Source: an optimization exercise on an open RTL-to-GDS flow (aim: small area, a short achievable clock period and few clock cycles per item). Production flows keep margins and buffers that such runs may drop. Function was checked by simulation only, so behaviour that the tests miss may differ from the original. Power figures rest on the tool's default switching activity, not on a simulated workload.

--- flow/config.mk ---
export PLATFORM = sky130hd
export DESIGN_NAME = linear_probe_endpoint_table
export DESIGN_NICKNAME = linear_probe_endpoint_table
export VERILOG_FILES = /design/flow/design.v
export SDC_FILE = /design/flow/constraint.sdc
export NUM_CORES = 4
export LEC_CHECK = 0
export CAP_MARGIN = 20
export CORE_MARGIN = 2
export CORE_UTILIZATION = 40
export SLEW_MARGIN = 20
--- flow/constraint.sdc ---
create_clock -name core_clock -period 5.0 [get_ports {clock}]
set_input_delay 1.0000 -clock core_clock [delete_from_list [all_inputs] [get_ports {clock}]]
set_output_delay 1.0000 -clock core_clock [all_outputs]
set_load 0.01 [all_outputs]
--- flow/design.v ---
package lpet_pkg;
   localparam int TABLE_SLOTS   = 16;
   localparam int IDX_BITS      = $clog2(TABLE_SLOTS);
   localparam int CNT_BITS      = $clog2(TABLE_SLOTS + 1);
   localparam bit SLOTS_POW2    = (TABLE_SLOTS & (TABLE_SLOTS - 1)) == 0;
   localparam int CMD_BITS      = 1;
   localparam int KEY_BITS      = 31;
   localparam int HALF_BITS     = 16;
   localparam int SLOT_OUT_BITS = 4;
   localparam int BIT_CNT_BITS  = $clog2(KEY_BITS + 1);
   localparam logic [CMD_BITS-1:0] CMD_INSERT = 1'b0;
   localparam logic [CMD_BITS-1:0] CMD_SEARCH = 1'b1;
   typedef struct packed {
      logic [KEY_BITS-1:0]  key;
      logic [HALF_BITS-1:0] descriptor;
      logic [HALF_BITS-1:0] send_handle;
      logic [HALF_BITS-1:0] done_handle;
   } slot_entry_type;
   typedef struct packed {
      logic [SLOT_OUT_BITS-1:0] slot;
      logic                     found;
      logic                     table_full;
      logic [HALF_BITS-1:0]     descriptor_out;
      logic [HALF_BITS-1:0]     send_handle_out;
      logic [HALF_BITS-1:0]     done_handle_out;
   } rsp_payload_type;
   typedef enum logic [4:0] {
      ST_CLEAR  = 5'b00001,
      ST_IDLE   = 5'b00010,
      ST_MOD    = 5'b00100,
      ST_PROBE  = 5'b01000,
      ST_FINISH = 5'b10000
   } state_type;
endpackage
import lpet_pkg::*;
module lpet_slot_ram (
   input  logic [lpet_pkg::TABLE_SLOTS-1:0] m,
   input  logic [lpet_pkg::IDX_BITS-1:0]    s,
   output logic [lpet_pkg::TABLE_SLOTS-1:0] sel
);
   logic [TABLE_SLOTS-1:0] ge;
   logic [TABLE_SLOTS-1:0] hi;
   logic [TABLE_SLOTS-1:0] t;
   assign ge = {TABLE_SLOTS{1'b1}} << s;
   assign hi = m & ge;
   assign t  = (|hi) ? hi : m;
   assign sel = t & (~t + 1'b1);
endmodule
import lpet_pkg::*;
module lpet_mod_unit (
   input  logic [lpet_pkg::KEY_BITS-1:0] key_in,
   output logic [lpet_pkg::IDX_BITS-1:0] rem
);
   assign rem = key_in[IDX_BITS-1:0];
endmodule
import lpet_pkg::*;
module linear_probe_endpoint_table (
   input  logic                           clock,
   input  logic                           reset,
   input  logic                           req_valid,
   output logic                           req_ready,
   input  logic [lpet_pkg::CMD_BITS-1:0]  req_command,
   input  logic [lpet_pkg::KEY_BITS-1:0]  req_key,
   input  logic [lpet_pkg::HALF_BITS-1:0] req_descriptor,
   input  logic [lpet_pkg::HALF_BITS-1:0] req_send_handle,
   input  logic [lpet_pkg::HALF_BITS-1:0] req_done_handle,
   output logic                           rsp_valid,
   input  logic                           rsp_ready,
   output logic [lpet_pkg::SLOT_OUT_BITS-1:0] rsp_slot,
   output logic                           rsp_found,
   output logic                           rsp_table_full,
   output logic [lpet_pkg::HALF_BITS-1:0] rsp_descriptor_out,
   output logic [lpet_pkg::HALF_BITS-1:0] rsp_send_handle_out,
   output logic [lpet_pkg::HALF_BITS-1:0] rsp_done_handle_out
);
   localparam int N    = TABLE_SLOTS;
   localparam int DW   = 3 * HALF_BITS;
   localparam int PW   = IDX_BITS + 2;      
   localparam int FD   = 3;                 
   logic [N-1:0]          valid_ff;
   logic [KEY_BITS-1:0]   key_ff [N];
   logic [DW-1:0]         dat_ff [N];
   logic                  s1_v_ff;
   logic [CMD_BITS-1:0]   s1_cmd_ff;
   logic                  s1_zero_ff;
   logic [KEY_BITS-1:0]   s1_key_ff;
   logic [DW-1:0]         s1_dat_ff;
   logic                  r2_v_ff;
   logic [PW-1:0]         r2_ff;
   logic [1:0]            f_cnt_ff;
   logic [PW-1:0]         f_ff [FD];
   logic                  out_v_ff;
   logic [IDX_BITS-1:0]   out_slot_ff;
   logic                  out_found_ff;
   logic                  out_full_ff;
   logic [DW-1:0]         out_dat_ff;
   logic                  ready_ff;
   logic [IDX_BITS-1:0]   start;
   logic [N-1:0]          eqv;
   logic [N-1:0]          free;
   logic [N-1:0]          ins_sel;
   logic [N-1:0]          srch_sel;
   logic                  s1_ins;
   logic [N-1:0]          we;
   logic [N-1:0]          res_sel;
   logic [IDX_BITS-1:0]   res_slot;
   logic [PW-1:0]         res;
   lpet_mod_unit u_mod (
      .key_in (s1_key_ff),
      .rem    (start)
   );
   always_comb begin
      for (int j = 0; j < N; j++) begin
         eqv[j] = valid_ff[j] && (key_ff[j] == s1_key_ff);
      end
   end
   assign free = ~valid_ff;
   lpet_slot_ram u_ins (.m(free), .s(start), .sel(ins_sel));
   lpet_slot_ram u_srch (.m(eqv), .s(start), .sel(srch_sel));
   assign s1_ins = s1_v_ff && (s1_cmd_ff == CMD_INSERT) && !s1_zero_ff;
   assign we     = s1_ins ? ins_sel : '0;
   always_comb begin
      if (s1_cmd_ff == CMD_INSERT) begin
         res_sel = s1_zero_ff ? '0 : ins_sel;
      end else begin
         res_sel = srch_sel;
      end
      res_slot = '0;
      for (int j = 0; j < N; j++) begin
         if (res_sel[j]) res_slot = res_slot | IDX_BITS'(j);
      end
      res = {(s1_cmd_ff == CMD_INSERT) && !s1_zero_ff && (free == '0),
             |res_sel, res_slot};
   end
   always_ff @(posedge clock) begin
      if (reset) begin
         valid_ff <= '0;
      end else begin
         valid_ff <= valid_ff | we;
      end
      for (int j = 0; j < N; j++) begin
         if (we[j]) begin
            key_ff[j] <= s1_key_ff;
            dat_ff[j] <= s1_dat_ff;
         end
      end
   end
   logic                  have;
   logic [PW-1:0]         oldest;
   logic                  out_load;
   logic                  f_pop;
   logic                  f_push;
   logic [1:0]            f_cnt_in;
   logic                  accept;
   logic                  s1_v_in;
   logic                  r2_v_in;
   logic                  out_v_in;
   logic [2:0]            n_in;
   assign have     = r2_v_ff || (f_cnt_ff != 2'd0);
   assign oldest   = (f_cnt_ff != 2'd0) ? f_ff[0] : r2_ff;
   assign out_load = have && (!out_v_ff || rsp_ready);
   assign f_pop    = out_load && (f_cnt_ff != 2'd0);
   assign f_push   = r2_v_ff && !(out_load && (f_cnt_ff == 2'd0));
   assign f_cnt_in = f_cnt_ff + 2'(f_push) - 2'(f_pop);
   assign accept   = req_valid && ready_ff;
   assign s1_v_in  = accept;
   assign r2_v_in  = s1_v_ff;
   assign out_v_in = out_load || (out_v_ff && !rsp_ready);
   assign n_in     = 3'(s1_v_in) + 3'(r2_v_in) + 3'(f_cnt_in) + 3'(out_v_in);
   always_ff @(posedge clock) begin
      if (reset) begin
         s1_v_ff  <= 1'b0;
         r2_v_ff  <= 1'b0;
         f_cnt_ff <= '0;
         out_v_ff <= 1'b0;
         ready_ff <= 1'b1;
      end else begin
         s1_v_ff  <= s1_v_in;
         r2_v_ff  <= r2_v_in;
         f_cnt_ff <= f_cnt_in;
         out_v_ff <= out_v_in;
         ready_ff <= (n_in <= 3'd3);
      end
      s1_cmd_ff  <= req_command;
      s1_zero_ff <= (req_key == '0);
      s1_key_ff  <= req_key;
      s1_dat_ff  <= {req_descriptor, req_send_handle, req_done_handle};
      r2_ff      <= res;
      for (int i = 0; i < FD; i++) begin
         if (f_pop) begin
            if (i < FD - 1) f_ff[i] <= f_ff[i+1];
            if (f_push && (32'(i) == 32'(f_cnt_ff) - 1)) f_ff[i] <= r2_ff;
         end else begin
            if (f_push && (32'(i) == 32'(f_cnt_ff))) f_ff[i] <= r2_ff;
         end
      end
   end
   logic [DW-1:0] rd_dat;
   always_comb begin
      rd_dat = '0;
      for (int j = 0; j < N; j++) begin
         if (oldest[IDX_BITS] && (oldest[IDX_BITS-1:0] == IDX_BITS'(j))) begin
            rd_dat = rd_dat | dat_ff[j];
         end
      end
   end
   always_ff @(posedge clock) begin
      if (out_load) begin
         out_slot_ff  <= oldest[IDX_BITS-1:0];
         out_found_ff <= oldest[IDX_BITS];
         out_full_ff  <= oldest[IDX_BITS+1];
         out_dat_ff   <= rd_dat;
      end
   end
   assign req_ready           = ready_ff;
   assign rsp_valid           = out_v_ff;
   assign rsp_slot            = out_slot_ff;
   assign rsp_found           = out_found_ff;
   assign rsp_table_full      = out_full_ff;
   assign rsp_descriptor_out  = out_dat_ff[3*HALF_BITS-1:2*HALF_BITS];
   assign rsp_send_handle_out = out_dat_ff[2*HALF_BITS-1:HALF_BITS];
   assign rsp_done_handle_out = out_dat_ff[HALF_BITS-1:0];
endmodule
--- flow/run.sh ---
#!/bin/bash
# synth_recipe.tcl (not shown) runs the flow's synth.tcl, then flattens the netlist and writes it again
# the make line also repeats each setting of config.mk as NAME=value (left out here)
make -C /OpenROAD-flow-scripts/flow DESIGN_CONFIG=/design/flow/config.mk WORK_HOME=/design/flow/orfs CLKGATE_MAP_FILE= SYNTH_SCRIPT=/design/flow/synth_recipe.tcl finish
==> results_dict.tcl, run 1 <==
set metrics [dict create \
    drt-initial-drc-count 3479 \
    rr_startpoint "s1_key_ff[3]" \
    grt_pass1_wl_microns 212600 \
    cts_sinks 1445 \
    ys_seq_area_frac 0.7599 \
    hold_start "r2_ff[5]" \
    ys_types 85 \
    synthesis.area_sq_um 55670 \
    die_h_microns 377.1 \
    drt-pass1-iter-count 8 \
    p_per_area_nw_per_um2 435.9 \
    cts.repair.resized 0 \
    ios 140 \
    portBuffers 139 \
    routed_wl_microns 145800 \
    clk_latency_ps 770 \
    drcViolationCount 0 \
    max-cap-violations 0 \
    ant_nets 0 \
    grt_pass1_vias 30720 \
    synthArstFlopShare 0 \
    cp.required_ps 5630 \
    power_frac_comb 0.124 \
    dr_total_vias 30980 \
    yosys_warnings 4 \
    r2r_setup_slack_ps 720 \
    fmax_ghz 0.2338 \
    place_ws_ps 787.7 \
    ir_drop_uv 360.2 \
    place.gp.congestion 0.8852 \
    htree_levels 4 \
    path_max_fanout 29 \
    wl_per_cell_microns 26.43 \
    dp_hpwl_microns 85740 \
    die_area_sq_um 142200 \
    dp.cells 5251 \
    power_leakage_nw 20.05 \
    hold_buffers 0 \
    setup_violations 0 \
    drive_above_1_share 0.1251 \
    maxSlewViolCount 0 \
    synth_edf_count 1336 \
    tritoncts "built" \
    syn_inst 3343 \
    post_cts_buffers 0 \
    min_path_cells 0 \
    avgSynthCellArea_sq_um 16.65 \
    power_switching_w 0.007048 \
    cp.arrival_ps 4910 \
    crit_path_end_kind "register" \
    cts_buffers 144 \
    status "finished clean" \
    grtUsageTotal 0.2044 \
    period_needed_ps 4277 \
    internal_power_w 0.02114 \
    rsz0062_at_grt "false" \
    nNetsFinal 3693 \
    antenna_cells 0 \
    clkTransAtPathRegs_ps 60 \
    clock_skew_ps 27.09 \
    grt_max_degree 81 \
    finalHoldViolations 0 \
    core_area_sq_um 137800 \
    stdcell_count 5518 \
    initial_core_util 0.4039 \
    clockBufferDepth 3 \
    root_buffer "clkbuf_16" \
    min_to "f_ff[2][5]" \
    worstMarginPinSlew_ps 1162 \
    synth-seq-cells 1445 \
    tns_ps 0 \
    antenna_found_initial 2 \
    p_sw_frac 0.2501 \
    reg2reg_depth 13 \
    rows 136 \
    p_clk_frac 0.375 \
    critPathLaunchType "register" \
    finalWorstSetupSlack_ps 722.6 \
    synth_nets 3432 \
    path_class "register to register" \
    finalCritPeriodShare 0.8555 \
    relSlewSlack 0.2232 \
    synth-main-ff-cell "edfxtp_1" \
    reg2reg_to "r2_ff[2]" \
    syn_to_final_growth_pct 16.16 \
    power_frac_seq 0.502 \
    worst_hold_path_type "register to register" \
    overflow 0 \
    die_w_microns 377.1 \
    via_per_inst 5.614 \
]
stage by stage:
stage                     utilization  hold slack [ps]  area (sq um)  total power (W)
after global placement         0.4354            476.2         60020          0.01786
after floorplan                     -            435.4         55690          0.01607
after global routing           0.4692            521.9         64670          0.02911
final                          0.4692            495.8         64670          0.02819
after detailed placement       0.4354            489.8         60020          0.01788
after CTS                      0.4690            503.9         64640          0.02841
worst max-delay path: stages (launching register included):
cell and delay [ps]:
dfxtp_2 550, buf_4 530, xnor2_1 180, nand4_1 100
nor4_1 750, buf_4 240, nand4_1 220, o2111ai_4 230
nor4_4 140, and2_1 230, o21ai_0 250, o31ai_1 150
nand4bb_1 190, or4_1 390
state kept, by name, indices dropped and copies added, names as in the netlist, 2 cells and up:
name and count:
out_dat_ff 48, r2_ff 6, s1_key_ff 31, valid_ff 16
s1_dat_ff 48, key_ff 496, f_ff 18, f_cnt_ff 2
out_slot_ff 4, dat_ff 768
worst max path at each step:
stage,cells past startpoint,startpoint,slack [ps],to
after floorplan,10,s1_key_ff[0],130,dat_ff[13][0]
after global placement,13,s1_key_ff[3],830,r2_ff[2]
after detailed placement,13,s1_key_ff[0],790,r2_ff[2]
after CTS,13,s1_key_ff[0],800,r2_ff[2]
after global routing,7,s1_key_ff[0],530,dat_ff[5][20]
final,13,s1_key_ff[3],720,r2_ff[2]
Yosys cell counts (all sizes together), types with 7 or more instances:
library cell / instances / area (sq um)
nand2: 134 / 503.0
nand4: 205 / 1310
a22oi: 234 / 1757
xor2: 79 / 691.9
nand2b: 34 / 212.7
xnor2: 407 / 3565
nand4b: 49 / 429.2
buf: 82 / 760.7
and2: 12 / 75.07
nor4: 68 / 446.7
o2111ai: 9 / 96.35
dfxtp: 109 / 2182
mux2i: 13 / 130.1
and3: 13 / 81.33
or4: 8 / 60.06
nor3: 14 / 75.07
clkbuf: 87 / 326.6
a31oi: 7 / 50.05
a222oi: 48 / 480.5
nor2: 88 / 335.3
o21ai: 31 / 155.1
nand3: 23 / 120.1
inv: 30 / 112.6
o22ai: 7 / 43.79
a21oi: 116 / 584.3
mux2: 13 / 146.4
edfxtp: 1336 / 40120
power groups by stage:
| stage | Clock [W] | Sequential (W) | Combinational (W) |
|---|---|---|---|
| finish | 0.0106 | 0.0141 | 0.00348 |
| global route | 0.0112 | 0.0142 | 0.00373 |
| CTS | 0.0108 | 0.0142 | 0.00350 |
| detailed placement | 0 | 0.0144 | 0.00347 |
| global placement | 0 | 0.0144 | 0.00347 |
| floorplan | 0 | 0.0143 | 0.00172 |
layer usage:
metal / wire length (microns) / up-vias / track usage / share of wire
met2: 70160 / 1198 / 0.3347 / 0.48
met3: 9582 / 221 / 0.02931 / 0.066
met1: 62490 / 15920 / 0.2831 / 0.43
met5: 13 / - / 0 / 0.000089
li1: - / 13640 / - / -
met4: 3585 / 2 / 0.06158 / 0.025
cells in the final DEF, fill, tap and decap left out, types with 7 or more instances in the layout:
cell type        count
xor2_1              79
dfxtp_2             31
clkbuf_16          151
clkdlybuf4s50_1    139
mux2_2              13
nand2b_1            34
xnor2_1            407
and2_1               9
nor2_1              68
clkinv_1            16
o2111ai_1            8
nand4_1            202
inv_1               28
buf_12              37
dfxtp_1             78
clkbuf_1            38
edfxtp_1          1336
and3_4               9
nand4b_1            49
o22ai_1              7
buf_4              107
nor3_1              12
nand2_1            134
nand3_1             21
a22oi_1            234
mux2i_1             12
a21oi_1            115
clkinv_2            32
a222oi_1            48
nor4_1              66
nor2_4              18
o21ai_0             28
clkinvlp_4           7
bufinv_16            7
or4_1                8
logic make-up after synthesis:
| family | share of synthesized area |
|---|---|
| compound gates | 0.06606 |
| xor+xnor | 0.07646 |
| fa+ha+maj | 0.001394 |
| buf+inv | 0.02155 |
| flops | 0.7599 |
| mux | 0.004967 |
| simple gates | 0.06970 |
final cells by class:
class	count	area (sq um)
clock buffer	195	4004
clock inverter	71	618.1
fill	11740	73170
inverter	30	112.6
multi-input combinational	1699	12380
sequential	1445	42340
tap	1794	2245
timing repair buffer	284	2963
Testbench counts, summed over its fixed seeds: cycles 6,528, items 6,144.
==> run 2, diff against run 1 <==
--- a/flow/design.v
+++ b/flow/design.v
@@ -96,49 +96,55 @@
    logic [DW-1:0]         out_dat_ff;
    logic                  ready_ff;
-   logic [IDX_BITS-1:0]   start;
-   logic [N-1:0]          eqv;
-   logic [N-1:0]          free;
-   logic [N-1:0]          ins_sel;
+   logic                  accept;
+   logic                  zero_in;
+   logic [IDX_BITS-1:0]   start_in;
+   logic [N-1:0]          free_nx;
+   logic [N-1:0]          ins_sel_in;
+   logic [N-1:0]          we_in;
+   logic                  eq_prev_in;
+   logic [N-1:0]          eq_in;
+   logic [N-1:0]          we_ff;
+   logic [N-1:0]          eq_ff;
+   assign accept     = req_valid && ready_ff;
+   assign zero_in    = (req_key == '0);
+   assign free_nx    = ~valid_ff & ~we_ff;
+   assign eq_prev_in = (req_key == s1_key_ff);
+   lpet_mod_unit u_mod (
+      .key_in (req_key),
+      .rem    (start_in)
+   );
+   lpet_slot_ram u_ins (.m(free_nx), .s(start_in), .sel(ins_sel_in));
+   assign we_in = (accept && (req_command == CMD_INSERT) && !zero_in) ? ins_sel_in : '0;
+   always_comb begin
+      for (int j = 0; j < N; j++) begin
+         eq_in[j] = we_ff[j] ? eq_prev_in : (valid_ff[j] && (key_ff[j] == req_key));
+      end
+   end
    logic [N-1:0]          srch_sel;
    logic                  s1_ins;
-   logic [N-1:0]          we;
    logic [N-1:0]          res_sel;
    logic [IDX_BITS-1:0]   res_slot;
    logic [PW-1:0]         res;
-   lpet_mod_unit u_mod (
-      .key_in (s1_key_ff),
-      .rem    (start)
-   );
+   lpet_slot_ram u_srch (.m(eq_ff), .s(s1_key_ff[IDX_BITS-1:0]), .sel(srch_sel));
+   assign s1_ins = s1_v_ff && (s1_cmd_ff == CMD_INSERT) && !s1_zero_ff;
    always_comb begin
-      for (int j = 0; j < N; j++) begin
-         eqv[j] = valid_ff[j] && (key_ff[j] == s1_key_ff);
-      end
-   end
-   assign free = ~valid_ff;
-   lpet_slot_ram u_ins (.m(free), .s(start), .sel(ins_sel));
-   lpet_slot_ram u_srch (.m(eqv), .s(start), .sel(srch_sel));
-   assign s1_ins = s1_v_ff && (s1_cmd_ff == CMD_INSERT) && !s1_zero_ff;
-   assign we     = s1_ins ? ins_sel : '0;
-   always_comb begin
-      if (s1_cmd_ff == CMD_INSERT) begin
-         res_sel = s1_zero_ff ? '0 : ins_sel;
-      end else begin
-         res_sel = srch_sel;
-      end
+      res_sel  = (s1_cmd_ff == CMD_INSERT) ? we_ff : srch_sel;
       res_slot = '0;
       for (int j = 0; j < N; j++) begin
          if (res_sel[j]) res_slot = res_slot | IDX_BITS'(j);
       end
-      res = {(s1_cmd_ff == CMD_INSERT) && !s1_zero_ff && (free == '0),
-             |res_sel, res_slot};
+      res = {s1_ins && (we_ff == '0), |res_sel, res_slot};
    end
    always_ff @(posedge clock) begin
       if (reset) begin
          valid_ff <= '0;
+         we_ff    <= '0;
       end else begin
-         valid_ff <= valid_ff | we;
-      end
-      for (int j = 0; j < N; j++) begin
-         if (we[j]) begin
+         valid_ff <= valid_ff | we_ff;
+         we_ff    <= we_in;
+      end
+      eq_ff <= eq_in;
+      for (int j = 0; j < N; j++) begin
+         if (we_ff[j]) begin
             key_ff[j] <= s1_key_ff;
             dat_ff[j] <= s1_dat_ff;
@@ -152,5 +158,4 @@
    logic                  f_push;
    logic [1:0]            f_cnt_in;
-   logic                  accept;
    logic                  s1_v_in;
    logic                  r2_v_in;
@@ -163,5 +168,4 @@
    assign f_push   = r2_v_ff && !(out_load && (f_cnt_ff == 2'd0));
    assign f_cnt_in = f_cnt_ff + 2'(f_push) - 2'(f_pop);
-   assign accept   = req_valid && ready_ff;
    assign s1_v_in  = accept;
    assign r2_v_in  = s1_v_ff;
@@ -183,5 +187,5 @@
       end
       s1_cmd_ff  <= req_command;
-      s1_zero_ff <= (req_key == '0);
+      s1_zero_ff <= zero_in;
       s1_key_ff  <= req_key;
       s1_dat_ff  <= {req_descriptor, req_send_handle, req_done_handle};
--- a/flow/config.mk
+++ b/flow/config.mk
@@ -8,4 +8,5 @@
 export CAP_MARGIN = 20
 export CORE_MARGIN = 2
-export CORE_UTILIZATION = 40
+export CORE_UTILIZATION = 55
+export SETUP_SLACK_MARGIN = 2.6
 export SLEW_MARGIN = 20
==> run 2 against run 1 <==
Compared with the run above:
- still clean on timing, DRC and antenna
- combinational power increased by 3%
- register-to-register slack improved by 1500 ps
- cell count decreased by 7.7%
- count of clock-buffer cells in the layout increased by 25
- first-iteration DRC count increased by 30%
- setup slack improved by 1500 ps
- clock skew decreased by 2.3 ps
- sequential cell count increased by 32
- wire length increased by 25%
- critical path type unchanged
- largest power group unchanged
==> results_dict.tcl, run 2 <==
set metrics [dict create \
    synthArstFlopShare 0 \
    syn_inst 3206 \
    power_leakage_nw 22.41 \
    drive_above_1_share 0.2258 \
    finalHoldViolations 0 \
    grt_max_degree 59 \
    relSlewSlack 0.1863 \
    drt-initial-drc-count 4531 \
    synthTopCellsByArea "edfxtp_1 73%, xor2_1 5.3%, dfxtp_1 5.1%" \
    worst_hold_path_type "register to register" \
    grtUsageTotal 0.3517 \
    dr_wl_met2_microns 88450 \
    synth.most_common_cell "edfxtp_1" \
    tns_ps 0 \
    highest_layer "met5" \
    maxSlewViolCount 0 \
    ios 140 \
    synth_top_family_by_area "XOR/XNOR gates" \
    fmax_ghz 0.3643 \
    die_w_microns 321.0 \
    path_max_fanout 5 \
    synth_edf_count 1336 \
    synth_nets 3295 \
    place.gp.congestion 0.8753 \
    nNetsFinal 3758 \
    grt_pass1_wl_microns 249900 \
    yosys.area.top_type "edfxtp_1" \
    synthesis.area_sq_um 55280 \
    dp.cells 4590 \
    synth-seq-cells 1477 \
    avgSynthCellArea_sq_um 17.24 \
    final_common_cell "edfxtp_1" \
    overflow 0 \
    routed_wl_microns 181700 \
    dp_hpwl_microns 90410 \
    worstMarginPinSlew_ps 1221 \
    core_area_sq_um 99860 \
    top_register "dat_ff" \
    cp.arrival_ps 3220 \
    yosys_warnings 4 \
    drcViolationCount 0 \
    yosysTopAreaCellShare 0.7258 \
    clk_latency_ps 770 \
    synth_compound_area_frac 0.07239 \
    cp.required_ps 5470 \
    wl_met3_microns 16320 \
    via_per_inst 6.520 \
    netlist_top_cells_count "1,336 x edfxtp_1, 336 x xor2_1, 188 x xnor2_1, 141 x dfxtp_1, 136 x clkbuf_1" \
    ys_types 65 \
    setup_violations 0 \
    rows 116 \
    wl_met1_microns 67130 \
    max-cap-violations 0 \
    dr_total_vias 33210 \
    clockBufferDepth 3 \
    ant_nets 0 \
    status "finished clean" \
    clkTransAtPathRegs_ps 60 \
    period_needed_ps 2745 \
    stdcell_count 5093 \
    reg_top3 "dat_ff (768), key_ff (496)" \
    crit_path_end_kind "register" \
    critPathLaunchType "register" \
    rsz0062_at_grt "true" \
    tritoncts "built" \
    ys_seq_area_frac 0.7768 \
    synth-main-ff-cell "edfxtp_1" \
    synth-simple-area-share 0.04991 \
    drt-pass1-iter-count 9 \
    synthMuxAreaShare 0.003214 \
    root_buffer "clkbuf_16" \
    crit_chain "or2_4, mux2i_4, inv_6, nand3_4, nor2_4, buf_12, buf_4, a222oi_1, nand3_1, a221oi_2, nand3_2" \
    cts_sinks 1477 \
    portBuffers 139 \
    syn_to_final_growth_pct 21.80 \
    clock_skew_ps 24.77 \
    synth_xor_area_frac 0.08303 \
    die_h_microns 321.0 \
    slowest_stage "a222oi_1" \
    finalCritPeriodShare 0.5490 \
    htree_levels 4 \
    ir_drop_uv 361.8 \
    antenna_found_initial 6 \
    p_per_area_nw_per_um2 426.4 \
    grt_pass1_vias 32280 \
    wl_per_cell_microns 35.67 \
    synthAdderAreaFrac 0.001403 \
    die_area_sq_um 103100 \
    initial_core_util 0.5536 \
    largest_register_ffs 768 \
    crit_path_max_incr_delay_ps 390 \
    final_cell_mix "1,336 x edfxtp_1, 336 x xor2_1, 216 x buf_4" \
    path_class "register to register" \
    cts_buffers 148 \
]
[run 2: per-layer routing]
layer,up-vias,GRT usage
met3,393,0.05516
met5,-,0
met4,2,0.1718
met1,17180,0.4596
met2,1904,0.5795
li1,13730,-
[run 2: critical path: cells and delay by family (launching register included)]
family                 cells  cell delay, ps
AOI/OAI and AO/OA          2             620
buffers and inverters      3             380
DFF                        1             350
muxes                      1             320
and+or+nand+nor            5             770
[run 2: where the power goes]
group,leakage [nW],switching [W],total (W),internal [W]
Combinational,6.83,0.00214,0.00358,0.00144
Sequential,13.3,0.000258,0.0143,0.0140
Clock,2.32,0.00459,0.0109,0.00626
[run 2: final timing paths]
kind / from / end / slack (ps) / cells past startpoint
worst max-delay path: f_cnt_ff[1] / out_dat_ff[18] / 2250 / 11
worst min-delay path: valid_ff[7] / we_ff[7] / 500 / 1
worst max register to register: f_cnt_ff[1] / out_dat_ff[18] / 2250 / 11
worst min register to register: valid_ff[7] / we_ff[7] / 500 / 1
[run 2: cell families (layout without fill, tap and decap cells)]
| group | after synthesis | after routing |
|---|---|---|
| AO/OA/AOI/OAI | 491 | 491 |
| adder cells (fa/ha/maj) | 5 | 5 |
| AND/OR/NAND/NOR | 504 | 515 |
| other | 0 | 4 |
| flip-flops | 1477 | 1477 |
| buffers and inverters | 189 | 763 |
| multiplexers | 16 | 16 |
| XOR/XNOR | 524 | 524 |
[run 2: area by class of cell]
| cell class | instances | area [sq um] |
|---|---|---|
| antenna | 4 | 10.01 |
| clock buffer | 220 | 4292 |
| clock inverter | 52 | 462.9 |
| fill | 6668 | 32530 |
| inverter | 25 | 106.4 |
| multi-input combinational | 1551 | 12910 |
| sequential | 1477 | 43040 |
| tap | 1298 | 1624 |
| timing repair buffer | 466 | 4878 |
[run 2: repair_timing]
item | in CTS | in global routing
hold buffers | 0 | 0
gates cloned | 21 | 4
endpoints found under the setup margin | 142 | 104
resized for setup | 479 | 127
pin swaps | 115 | 98
setup buffers | 152 | 50
[run 2: per-stage QoR]
| step | power, W | util | worst slack, ps | hold slack [ps] | instance area (sq um) |
|---|---|---|---|---|---|
| 2_1_floorplan | 0.01599 | - | 1638 | 404.1 | 55950 |
| 3_3_place_gp | 0.01734 | 0.5907 | 283.3 | 474.1 | 58990 |
| 3_5_place_dp | 0.01740 | 0.5907 | 293.8 | 471.9 | 58990 |
| 4_1_cts | 0.02870 | 0.6657 | 2286 | 368.5 | 66480 |
| 5_1_grt | 0.02950 | 0.6741 | 2156 | 493.7 | 67320 |
| 6_report | 0.02871 | 0.6742 | 2255 | 504.6 | 67330 |
Testbench counts of run 2, summed over its fixed seeds: cycles 6,528, items 6,144.
==> run 3, diff against run 2 <==
--- a/flow/config.mk
+++ b/flow/config.mk
@@ -8,5 +8,4 @@
 export CAP_MARGIN = 20
 export CORE_MARGIN = 2
-export CORE_UTILIZATION = 55
-export SETUP_SLACK_MARGIN = 2.6
+export CORE_UTILIZATION = 40
 export SLEW_MARGIN = 20
==> run 3 against run 2 <==
Compared with the run above:
- maximum frequency is 27% lower
- clock power hardly changed
- area after synthesis stayed put
- synthesized cell count stayed put
- clock skew is 13 ps higher
- largest cell class unchanged
- highest routed layer unchanged
==> results_dict.tcl, run 3 <==
set metrics [dict create \
    synth-simple-area-share 0.04991 \
    ys_types 65 \
    reg2reg_depth 9 \
    power_leakage_nw 20.61 \
    relSlewSlack 0.2522 \
    wl_per_cell_microns 29.26 \
    place_ws_ps 822.0 \
    finalHoldViolations 0 \
    tritoncts "built" \
    initial_core_util 0.4025 \
    finalCritPeriodShare 0.7530 \
    cp.arrival_ps 4330 \
    drive_above_1_share 0.1131 \
    rr_startpoint "f_cnt_ff[1]" \
    reg_top3 "dat_ff (768), key_ff (496)" \
    synthMuxAreaShare 0.003214 \
    crit_path_end_kind "register" \
    die_w_microns 375.7 \
    place.gp.congestion 0.8586 \
    overflow 0 \
    worst-path-buf-inv 1 \
    netlist_top_cells_count "1,336 x edfxtp_1, 336 x xor2_1, 188 x xnor2_1, 141 x dfxtp_1, 136 x clkbuf_1" \
    dp_hpwl_microns 90790 \
    crit_top_cell "nand3_1" \
    critPathLaunchType "register" \
    largest_register_ffs 768 \
    crit_chain "or2_2, mux2i_1, nand2_1, nor2_4, buf_4, a222oi_1, nand3_1, a221oi_1, nand3_1" \
    crit_path_end "out_dat_ff[9]" \
    clockBufferDepth 3 \
    routed_wl_microns 157100 \
    antenna_found_initial 7 \
    yosys_warnings 4 \
    avgSynthCellArea_sq_um 17.24 \
    synthesis.area_sq_um 55280 \
    crit_path_max_incr_delay_ps 800 \
    drt-initial-drc-count 4041 \
    ys_seq_area_frac 0.7768 \
    synth.most_common_cell "edfxtp_1" \
    synth_compound_area_frac 0.07239 \
    r2r_setup_slack_ps 1230 \
    ios 140 \
    synth_nets 3295 \
    ant_nets 0 \
    fmax_ghz 0.2656 \
    die_area_sq_um 141200 \
    clkTransAtPathRegs_ps 60 \
    synth_top_family_by_area "XOR/XNOR gates" \
    critical-path-top-delay-family "simple AND/OR/NAND/NOR gates" \
    multi_input_area_sq_um 11720 \
    path_class "register to register" \
    synthAdderAreaFrac 0.001403 \
    stdcell_count 5368 \
    yosysTopAreaCellShare 0.7258 \
    core_area_sq_um 137300 \
    maxSlewViolCount 0 \
    ir_drop_uv 318.2 \
    max-cap-violations 0 \
    rows 136 \
    finalWorstSetupSlack_ps 1235 \
    synth-seq-cells 1477 \
    grtUsageTotal 0.2199 \
    root_buffer "clkbuf_16" \
    syn_to_final_growth_pct 16.13 \
    dr_total_vias 31120 \
    synth-main-ff-cell "edfxtp_1" \
    seq_area_sq_um 43000 \
    period_needed_ps 3765 \
    worst_hold_path_type "register to register" \
    worstMarginPinSlew_ps 1122 \
    grt_pass1_wl_microns 223000 \
    clk_latency_ps 770 \
    drcViolationCount 0 \
    tns_ps 0 \
    post_cts_buffers 0 \
    die_h_microns 375.7 \
    cts_sinks 1477 \
    fillers 11560 \
    status "finished clean" \
    drt-pass1-iter-count 7 \
    yosys.area.top_type "edfxtp_1" \
    rsz0062_at_grt "false" \
    htree_levels 4 \
    final_cell_mix "1,336 x edfxtp_1, 336 x xor2_1, 188 x xnor2_1" \
    synthArstFlopShare 0 \
    syn_inst 3206 \
    cts_buffers 147 \
    nNetsFinal 3546 \
    path_max_fanout 26 \
    synthTopCellsByArea "edfxtp_1 73%, xor2_1 5.3%, dfxtp_1 5.1%" \
    clock_skew_ps 37.29 \
    cp.required_ps 5570 \
    worstSetupPathDepth 9 \
    portBuffers 139 \
    final_common_cell "edfxtp_1" \
    crit_path_start "f_cnt_ff[1]" \
    synth_xor_area_frac 0.08303 \
    setup_violations 0 \
    via_per_inst 5.796 \
    grt_pass1_vias 30220 \
    top_register "dat_ff" \
    grt_max_degree 64 \
    cts.repair.resized 0 \
    synth_edf_count 1336 \
    reg2reg_to "out_dat_ff[9]" \
    p_per_area_nw_per_um2 436.5 \
    hold_buffers 0 \
    dp.cells 5102 \
    slowest_stage "nor2_4" \
]
==> run 3: how the worst min path moves through the flow <==
| stage | start | cells after the start | endpoint | slack [ps] |
|---|---|---|---|---|
| 2_1_floorplan | valid_ff[7] | 1 | we_ff[7] | 410 |
| 3_3_place_gp | s1_key_ff[21] | 0 | key_ff[7][21] | 420 |
| 3_5_place_dp | s1_key_ff[21] | 0 | key_ff[7][21] | 420 |
| 4_1_cts | req_key[3] | 1 | s1_key_ff[3] | 410 |
| 5_1_grt | req_key[3] | 1 | s1_key_ff[3] | 420 |
| 6_report | s1_key_ff[21] | 0 | key_ff[7][21] | 430 |
==> run 3: kinds of logic (layout without fill, tap and decap cells) <==
kind of cell,count (synthesis),count (layout)
XOR/XNOR,524,524
buffers and inverters,189,556
adder cells (fa/ha/maj),5,5
multiplexers,16,16
flip-flops,1477,1477
other,0,1
AO/OA/AOI/OAI,491,491
AND/OR/NAND/NOR,504,504
==> run 3: layout make-up <==
| class | instances | area share |
|---|---|---|
| Sequential cell | 1477 | 0.6698 |
| Multi-Input combinational cell | 1540 | 0.1826 |
| Clock buffer | 204 | 0.06332 |
| Timing Repair Buffer | 266 | 0.03734 |
| Tap cell | 1794 | 0.03497 |
| Clock inverter | 61 | 0.01045 |
| Inverter | 25 | 0.001462 |
| Antenna cell | 1 | 0.00003898 |
==> run 3: stage by stage <==
stage	power, W	instance area [sq um]	hold WS [ps]	util
6_report	0.02802	64200	431.0	0.4675
5_1_grt	0.02888	64190	424.2	0.4675
4_1_cts	0.02820	64190	406.7	0.4675
3_5_place_dp	0.01739	59460	417.9	0.4330
3_3_place_gp	0.01736	59450	415.8	0.4329
2_1_floorplan	0.01586	55280	414.6	-
==> run 3: worst reg2reg max path, stage by stage, from the launching register on <==
cell and delay [ps]:
dfxtp_1 500, or2_2 310, mux2i_1 450, nand2_1 300
nor2_4 800, buf_4 560, a222oi_1 210, nand3_1 120
a221oi_1 60, nand3_1 240
==> run 3: metal layers <==
layer,up-vias,routed length [microns],track usage,part of all wire
met5,-,33,0,0.00021
met4,6,4144,0.06592,0.026
met3,240,13090,0.03857,0.083
met2,1498,74760,0.3581,0.48
met1,16120,65040,0.3019,0.41
li1,13250,-,-,-
==> run 3: report_power, final <==
part / total [W] / switching [W] / internal (W) / leakage, nW
sequential: 0.0143 / 0.000306 / 0.0140 / 13.3
combinational: 0.00278 / 0.00165 / 0.00113 / 5.04
clock: 0.0109 / 0.00465 / 0.00628 / 2.31
total: 0.0280 / 0.00660 / 0.0214 / 20.6

## separate check: timing with driven ports
Ports are ideal in the flow. The routed layouts listed here were re-timed in OpenROAD. Step 1 assumes that a clkbuf_16 drives the clock port and a buf_2 every other input. Step 2 also shifts input and output timing later by t, the mid clock arrival at the registers, as if the neighbouring blocks saw the same clock. a / b / c = no drivers / after step 1 / after step 2; a / b = the first two.
run | shift t [ns] | setup slack, ns | slew at the worst register clock pin (ns)
run 1 | 0.824 | 0.723 / 0.723 / 0.723 | 0.06 / 0.06
run 2 | 0.825 | 2.255 / 2.255 / 1.440 | 0.06 / 0.06
run 3 | 0.824 | 1.235 / 1.235 / 0.647 | 0.07 / 0.07
After both steps every run listed still meets setup and hold. For run 2, which loses most, drivers alone change the setup slack by 0.000 ns; drivers and shift together by -0.815 ns.
